What follows belongs to an exercise in optimizing a design on an open flow for small area, a short achievable clock period and few clock cycles per item; a production flow would make more cautious choices.

==> umber <==
==> flow/design.v <==
`default_nettype none
package fp_div_pkg;
    typedef logic [25-1:0] rem_t;
    typedef logic [13-1:0] dig_t;
    typedef logic signed [8+1:0] exp_t;
    function automatic logic [2:0] sel4(input logic signed [6:0] y, input logic [2:0] dh);
        logic signed [6:0] mn1;
        logic signed [6:0] m0;
        logic signed [6:0] m1;
        logic signed [6:0] m2;
        logic ge_n1;
        logic ge_0;
        logic ge_1;
        logic ge_2;
        case (dh)
            3'd0:    begin mn1 = -7'sd13; m0 = -7'sd4; m1 = 7'sd4; m2 = 7'sd12; end
            3'd1:    begin mn1 = -7'sd15; m0 = -7'sd6; m1 = 7'sd4; m2 = 7'sd14; end
            3'd2:    begin mn1 = -7'sd16; m0 = -7'sd6; m1 = 7'sd4; m2 = 7'sd15; end
            3'd3:    begin mn1 = -7'sd18; m0 = -7'sd6; m1 = 7'sd4; m2 = 7'sd16; end
            3'd4:    begin mn1 = -7'sd20; m0 = -7'sd6; m1 = 7'sd6; m2 = 7'sd18; end
            3'd5:    begin mn1 = -7'sd21; m0 = -7'sd8; m1 = 7'sd6; m2 = 7'sd20; end
            3'd6:    begin mn1 = -7'sd23; m0 = -7'sd8; m1 = 7'sd6; m2 = 7'sd22; end
            default: begin mn1 = -7'sd25; m0 = -7'sd8; m1 = 7'sd8; m2 = 7'sd24; end
        endcase
        ge_n1 = (y >= mn1);
        ge_0  = (y >= m0);
        ge_1  = (y >= m1);
        ge_2  = (y >= m2);
        sel4 = {ge_1, (ge_1 & ~ge_2) | (ge_n1 & ~ge_0), ge_2 | ~ge_n1};
    endfunction
endpackage
`default_nettype wire
`default_nettype none
module fp_div_classify
(
    input  wire logic                        clk,
    input  wire logic                        reset,
    input  wire logic                        in_valid,
    input  wire logic [8+23:0] a,
    input  wire logic [8+23:0] b,
    output logic                             out_valid,
    output logic                             sign,
    output logic                             exc,
    output logic                             zero,
    output logic signed [8+1:0]      exp_lo,
    output logic [23-1:0]             a_frac,
    output logic [23-1:0]             b_frac,
    output logic                             q1_two
);
    localparam int SIGN_BIT = 8 + 23;
    logic [8-1:0] a_exp;
    logic [8-1:0] b_exp;
    logic [2:0]           q1_sel;
    assign a_exp = a[SIGN_BIT-1:23];
    assign b_exp = b[SIGN_BIT-1:23];
    assign q1_sel = fp_div_pkg::sel4({4'b0001, a[23-1:23-3]},
                                     b[23-1:23-3]);
    always_ff @(posedge clk)
    begin
        if (reset)
            out_valid <= 1'b0;
        else
            out_valid <= in_valid;
    end
    always_ff @(posedge clk)
    begin
        sign   <= a[SIGN_BIT] ^ b[SIGN_BIT];
        exc    <= (&a_exp) || (&b_exp) || (b_exp == '0);
        zero   <= (a_exp == '0);
        exp_lo <= fp_div_pkg::exp_t'({2'b00, a_exp}) - fp_div_pkg::exp_t'({2'b00, b_exp})
                  + fp_div_pkg::exp_t'(127 - 1);
        a_frac <= a[23-1:0];
        b_frac <= b[23-1:0];
        q1_two <= q1_sel[0];
    end
endmodule
`default_nettype wire
`default_nettype none
module fp_div_mant_stage
#(
    parameter int FIRST = 2,    
    parameter int NROWS = 2
)
(
    input  wire logic                   clk,
    input  wire logic                   reset,
    input  wire logic                   in_valid,
    input  wire logic                   in_sign,
    input  wire logic                   in_exc,
    input  wire logic                   in_zero,
    input  wire logic signed [8+1:0] in_exp_lo,
    input  wire logic [23-1:0]   in_b_frac,
    input  wire logic [25-1:0]   in_s,
    input  wire logic [25-1:0]   in_c,
    input  wire logic [13-1:0] in_qs,
    input  wire logic [13-1:0] in_q1,
    input  wire logic [13-1:0] in_q2,
    output logic                        out_valid,
    output logic                        out_sign,
    output logic                        out_exc,
    output logic                        out_zero,
    output logic signed [8+1:0] out_exp_lo,
    output logic [23-1:0]        out_b_frac,
    output logic [25-1:0]        out_s,
    output logic [25-1:0]        out_c,
    output logic [13-1:0]   out_qs,
    output logic [13-1:0]   out_q1,
    output logic [13-1:0]   out_q2
);
    localparam int W = 25;
    fp_div_pkg::rem_t d1;
    fp_div_pkg::rem_t d2;
    fp_div_pkg::rem_t s_n;
    fp_div_pkg::rem_t c_n;
    fp_div_pkg::rem_t s4;
    fp_div_pkg::rem_t c4;
    fp_div_pkg::rem_t x;
    fp_div_pkg::rem_t cy;
    fp_div_pkg::dig_t qs_n;
    fp_div_pkg::dig_t q1_n;
    fp_div_pkg::dig_t q2_n;
    logic [6:0] y;
    logic [2:0] q;
    assign d1 = {2'b01, in_b_frac};
    assign d2 = {1'b1, in_b_frac, 1'b0};
    always_comb
    begin
        s_n  = in_s;
        c_n  = in_c;
        qs_n = in_qs;
        q1_n = in_q1;
        q2_n = in_q2;
        for (int r = 0; r < NROWS; r++)
        begin
            y  = s_n[W-1:W-7] + c_n[W-1:W-7];
            q  = fp_div_pkg::sel4(y, in_b_frac[23-1:23-3]);
            s4 = {s_n[W-3:0], 2'b00};
            c4 = {c_n[W-3:0], 2'b00};
            for (int i = 0; i < W; i++)
                x[i] = q[2] ^ ((q[1] & d1[i]) | (q[0] & d2[i]));
            s_n = s4 ^ c4 ^ x;
            cy  = (s4 & c4) | (s4 & x) | (c4 & x);
            c_n = {cy[W-2:0], q[2]};
            if (FIRST + r == 2)
                c_n[2] = 1'b1;
            qs_n[13 - FIRST - r] = q[2];
            q1_n[13 - FIRST - r] = q[1];
            q2_n[13 - FIRST - r] = q[0];
        end
    end
    always_ff @(posedge clk)
    begin
        if (reset)
            out_valid <= 1'b0;
        else
            out_valid <= in_valid;
    end
    always_ff @(posedge clk)
    begin
        out_sign   <= in_sign;
        out_exc    <= in_exc;
        out_zero   <= in_zero;
        out_exp_lo <= in_exp_lo;
        out_b_frac <= in_b_frac;
        out_s      <= s_n;
        out_c      <= c_n;
        out_qs     <= qs_n;
        out_q1     <= q1_n;
        out_q2     <= q2_n;
    end
endmodule
`default_nettype wire
`default_nettype none
module fp_div_pack
(
    input  wire logic                   clk,
    input  wire logic                   reset,
    input  wire logic                   in_valid,
    input  wire logic                   in_sign,
    input  wire logic                   in_exc,
    input  wire logic                   in_zero,
    input  wire logic signed [8+1:0] in_exp_lo,
    input  wire logic [25-1:0]   in_s,
    input  wire logic [25-1:0]   in_c,
    input  wire logic [13-1:0] in_qs,
    input  wire logic [13-1:0] in_q1,
    input  wire logic [13-1:0] in_q2,
    output logic                        out_valid,
    output logic [8+23:0] result,
    output logic                        exception,
    output logic                        overflow,
    output logic                        underflow
);
    localparam int W = 25;
    localparam int QW = 2 * 13;
    logic [W-1:0]                 wsum;
    logic                         neg;
    logic [QW-1:0]                qpos;
    logic [QW-1:0]                qneg;
    logic [QW-1:0]                qsum;
    logic [25-1:0]        quot;
    logic                         norm_hi;
    logic [23-1:0]         frac;
    fp_div_pkg::exp_t             exp_hi;
    fp_div_pkg::exp_t             exp_res;
    logic                         ovf;
    logic                         unf;
    logic [8+23:0] result_next;
    assign wsum = in_s + in_c;
    assign neg  = wsum[W-1];
    always_comb
    begin
        for (int i = 0; i < 13; i++)
        begin
            qpos[2*i +: 2] = in_qs[i] ? {in_q2[i], in_q1[i]} : 2'b00;
            qneg[2*i +: 2] = in_qs[i] ? 2'b00 : {in_q2[i], in_q1[i]};
        end
    end
    assign qsum = qpos + ~qneg + {{(QW-1){1'b0}}, ~neg};
    assign quot = qsum[25-1:0];
    assign norm_hi = quot[25-1];
    assign frac    = norm_hi ? quot[25-2:1] : quot[25-3:0];
    assign exp_hi  = in_exp_lo + fp_div_pkg::exp_t'(1);
    assign exp_res = norm_hi ? exp_hi : in_exp_lo;
    assign ovf = ~in_exc && ~in_zero && (exp_res >= fp_div_pkg::exp_t'(255));
    assign unf = ~in_exc && ~in_zero && (exp_res <= fp_div_pkg::exp_t'(0));
    always_comb
    begin
        if (in_exc)
            result_next = '1;
        else if (in_zero || unf)
            result_next = {in_sign, {(8 + 23){1'b0}}};
        else if (ovf)
            result_next = {in_sign, {8{1'b1}}, {23{1'b0}}};
        else
            result_next = {in_sign, exp_res[8-1:0], frac};
    end
    always_ff @(posedge clk)
    begin
        if (reset)
        begin
            out_valid <= 1'b0;
            exception <= 1'b0;
            overflow  <= 1'b0;
            underflow <= 1'b0;
        end
        else
        begin
            out_valid <= in_valid;
            exception <= in_valid && in_exc;
            overflow  <= in_valid && ovf;
            underflow <= in_valid && unf;
        end
    end
    always_ff @(posedge clk)
    begin
        result <= result_next;
    end
endmodule
`default_nettype wire
`default_nettype none
module fp_div_top
(
    input  wire logic                        clk,
    input  wire logic                        reset,
    input  wire logic                        in_valid,
    input  wire logic [8+23:0] a,
    input  wire logic [8+23:0] b,
    output logic                             out_valid,
    output logic [8+23:0]     result,
    output logic                             exception,
    output logic                             overflow,
    output logic                             underflow
);
    localparam int NST = 12;
    localparam int R   = 1;
    logic                  st_valid  [0:NST];
    logic                  st_sign   [0:NST];
    logic                  st_exc    [0:NST];
    logic                  st_zero   [0:NST];
    fp_div_pkg::exp_t      st_exp_lo [0:NST];
    logic [23-1:0]  st_b_frac [0:NST];
    fp_div_pkg::rem_t      st_s      [0:NST];
    fp_div_pkg::rem_t      st_c      [0:NST];
    fp_div_pkg::dig_t      st_qs     [0:NST];
    fp_div_pkg::dig_t      st_q1     [0:NST];
    fp_div_pkg::dig_t      st_q2     [0:NST];
    logic [23-1:0]  a_frac;
    logic                  q1_two;
    fp_div_classify u_classify
    (
        .clk       (clk),
        .reset     (reset),
        .in_valid  (in_valid),
        .a         (a),
        .b         (b),
        .out_valid (st_valid[0]),
        .sign      (st_sign[0]),
        .exc       (st_exc[0]),
        .zero      (st_zero[0]),
        .exp_lo    (st_exp_lo[0]),
        .a_frac    (a_frac),
        .b_frac    (st_b_frac[0]),
        .q1_two    (q1_two)
    );
    assign st_s[0]  = {2'b01, a_frac};
    assign st_c[0]  = q1_two ? ~{1'b1, st_b_frac[0], 1'b0} : ~{2'b01, st_b_frac[0]};
    assign st_qs[0] = {1'b1, {(13-1){1'b0}}};
    assign st_q1[0] = {~q1_two, {(13-1){1'b0}}};
    assign st_q2[0] = {q1_two, {(13-1){1'b0}}};
    for (genvar i = 0; i < NST; i++)
    begin : g_div
        localparam int FIRST = 2 + i * R;
        localparam int NROWS = (13 + 1 - FIRST < R) ? 13 + 1 - FIRST : R;
        fp_div_mant_stage
        #(
            .FIRST (FIRST),
            .NROWS (NROWS)
        )
        u_stage
        (
            .clk        (clk),
            .reset      (reset),
            .in_valid   (st_valid[i]),
            .in_sign    (st_sign[i]),
            .in_exc     (st_exc[i]),
            .in_zero    (st_zero[i]),
            .in_exp_lo  (st_exp_lo[i]),
            .in_b_frac  (st_b_frac[i]),
            .in_s       (st_s[i]),
            .in_c       (st_c[i]),
            .in_qs      (st_qs[i]),
            .in_q1      (st_q1[i]),
            .in_q2      (st_q2[i]),
            .out_valid  (st_valid[i+1]),
            .out_sign   (st_sign[i+1]),
            .out_exc    (st_exc[i+1]),
            .out_zero   (st_zero[i+1]),
            .out_exp_lo (st_exp_lo[i+1]),
            .out_b_frac (st_b_frac[i+1]),
            .out_s      (st_s[i+1]),
            .out_c      (st_c[i+1]),
            .out_qs     (st_qs[i+1]),
            .out_q1     (st_q1[i+1]),
            .out_q2     (st_q2[i+1])
        );
    end
    fp_div_pack u_pack
    (
        .clk       (clk),
        .reset     (reset),
        .in_valid  (st_valid[NST]),
        .in_sign   (st_sign[NST]),
        .in_exc    (st_exc[NST]),
        .in_zero   (st_zero[NST]),
        .in_exp_lo (st_exp_lo[NST]),
        .in_s      (st_s[NST]),
        .in_c      (st_c[NST]),
        .in_qs     (st_qs[NST]),
        .in_q1     (st_q1[NST]),
        .in_q2     (st_q2[NST]),
        .out_valid (out_valid),
        .result    (result),
        .exception (exception),
        .overflow  (overflow),
        .underflow (underflow)
    );
endmodule
`default_nettype wire
==> flow/run.sh <==
#!/bin/bash
# synth_recipe.tcl (not shown) runs the flow's synth.tcl, then flattens the netlist and writes it again
# the make line also repeats each setting of config.mk as NAME=value (left out here)
make -C /OpenROAD-flow-scripts/flow DESIGN_CONFIG=/design/flow/config.mk WORK_HOME=/design/flow/orfs CLKGATE_MAP_FILE= SYNTH_SCRIPT=/design/flow/synth_recipe.tcl finish
==> flow/config.mk <==
export PLATFORM = sky130hd
export DESIGN_NAME = fp_div_top
export DESIGN_NICKNAME = fp_div_top
export VERILOG_FILES = /design/flow/design.v
export SDC_FILE = /design/flow/constraint.sdc
export NUM_CORES = 4
export LEC_CHECK = 0
export CAP_MARGIN = 20
export CORE_MARGIN = 2
export CORE_UTILIZATION = 40
export SLEW_MARGIN = 20
==> flow/constraint.sdc <==
create_clock -name core_clock -period 15.0 [get_ports {clk}]
set_input_delay 3.0000 -clock core_clock [delete_from_list [all_inputs] [get_ports {clk}]]
set_output_delay 3.0000 -clock core_clock [all_outputs]
set_load 0.01 [all_outputs]
==> inputs of tundra, as changes to umber <==
==> flow/flow/run.sh (new file) <==
#!/bin/bash
# Standard synthesis without the full-adder extraction step (ADDER_MAP_FILE
# empty, so abc maps the adders), then the standard layout.
set -euo pipefail
bash standard.sh ADDER_MAP_FILE= synth > synth.log 2>&1
bash standard.sh ADDER_MAP_FILE= finish > layout.log 2>&1
==> flow/standard.sh (new file) <==
#!/bin/bash
# synth_recipe.tcl (not shown) runs the flow's synth.tcl, then flattens the netlist and writes it again
# the make line also repeats each setting of config.mk as NAME=value (left out here)
make -C /OpenROAD-flow-scripts/flow DESIGN_CONFIG=/design/flow/config.mk WORK_HOME=/design/flow/orfs CLKGATE_MAP_FILE= SYNTH_SCRIPT=/design/flow/synth_recipe.tcl "${@:-finish}"
removed: flow/run.sh
==> reports/metrics.cfg <==
[floorplan]
rows = 132

[run_status]
status = no timing/DRC/antenna violations

[grt]
grt_pass1_vias = 30400

[synthesis]
synth_fa_ha_area_share_pct = 17.2

[critical_path]
setup.worst_path.end = g_div[0].u_stage.out_s[12]

[hold_path]
worstHoldStart = g_div[3].u_stage.out_q2[10]

(the above is from umber)
==> reports/metrics.cfg <==
[synthesis]
synth_fa_ha_area_share_pct = 6.20
synth_edf_count = 0

[timing]
setup_violations = 0
skew_ns = 0.0309

[run_status]
status = no timing/DRC/antenna violations

[critical_path]
timing.rr.end = u_pack.result[14]
slowest_delay_ns = 0.55
setup.worst_path.end = u_classify.exp_lo[8]

[grt]
grt_pass1_vias = 28300

[layout]
final-clk-cell-share_pct = 7.87

[floorplan]
rows = 127

(the above is from tundra)
No run of this note included a check of the RTL's function; only the layout flow was run.

==> what the ideal ports hide <==
How much do the figures lean on ideal ports? The routed layouts below were timed once more, with nothing changed but the port constraints. Step 1: set_driving_cell puts a clkbuf_16 on clk and a buf_2 on each other input, an assumption about the parent block. Step 2 also shifts input and output timing later by t, the mid clock arrival at the registers, as if the neighbouring blocks saw the same clock. a / b / c = ideal / step 1 / step 2; a / b = the first two.
run	t (ns)	setup slack, ns	hold WS [ns]	worst setup path at the end	slew at the worst register clock pin (ns)
umber	0.800	9.923 / 9.923 / 9.422	0.306 / 0.306 / 0.306	input to register	0.07 / 0.07
tundra	0.770	9.346 / 9.387 / 8.616	0.296 / 0.296 / 0.296	input to register	0.07 / 0.07
After both steps setup and hold are still met in every run listed. For tundra, which loses most, drivers alone change the setup slack by +0.041 ns; drivers and shift together by -0.730 ns.
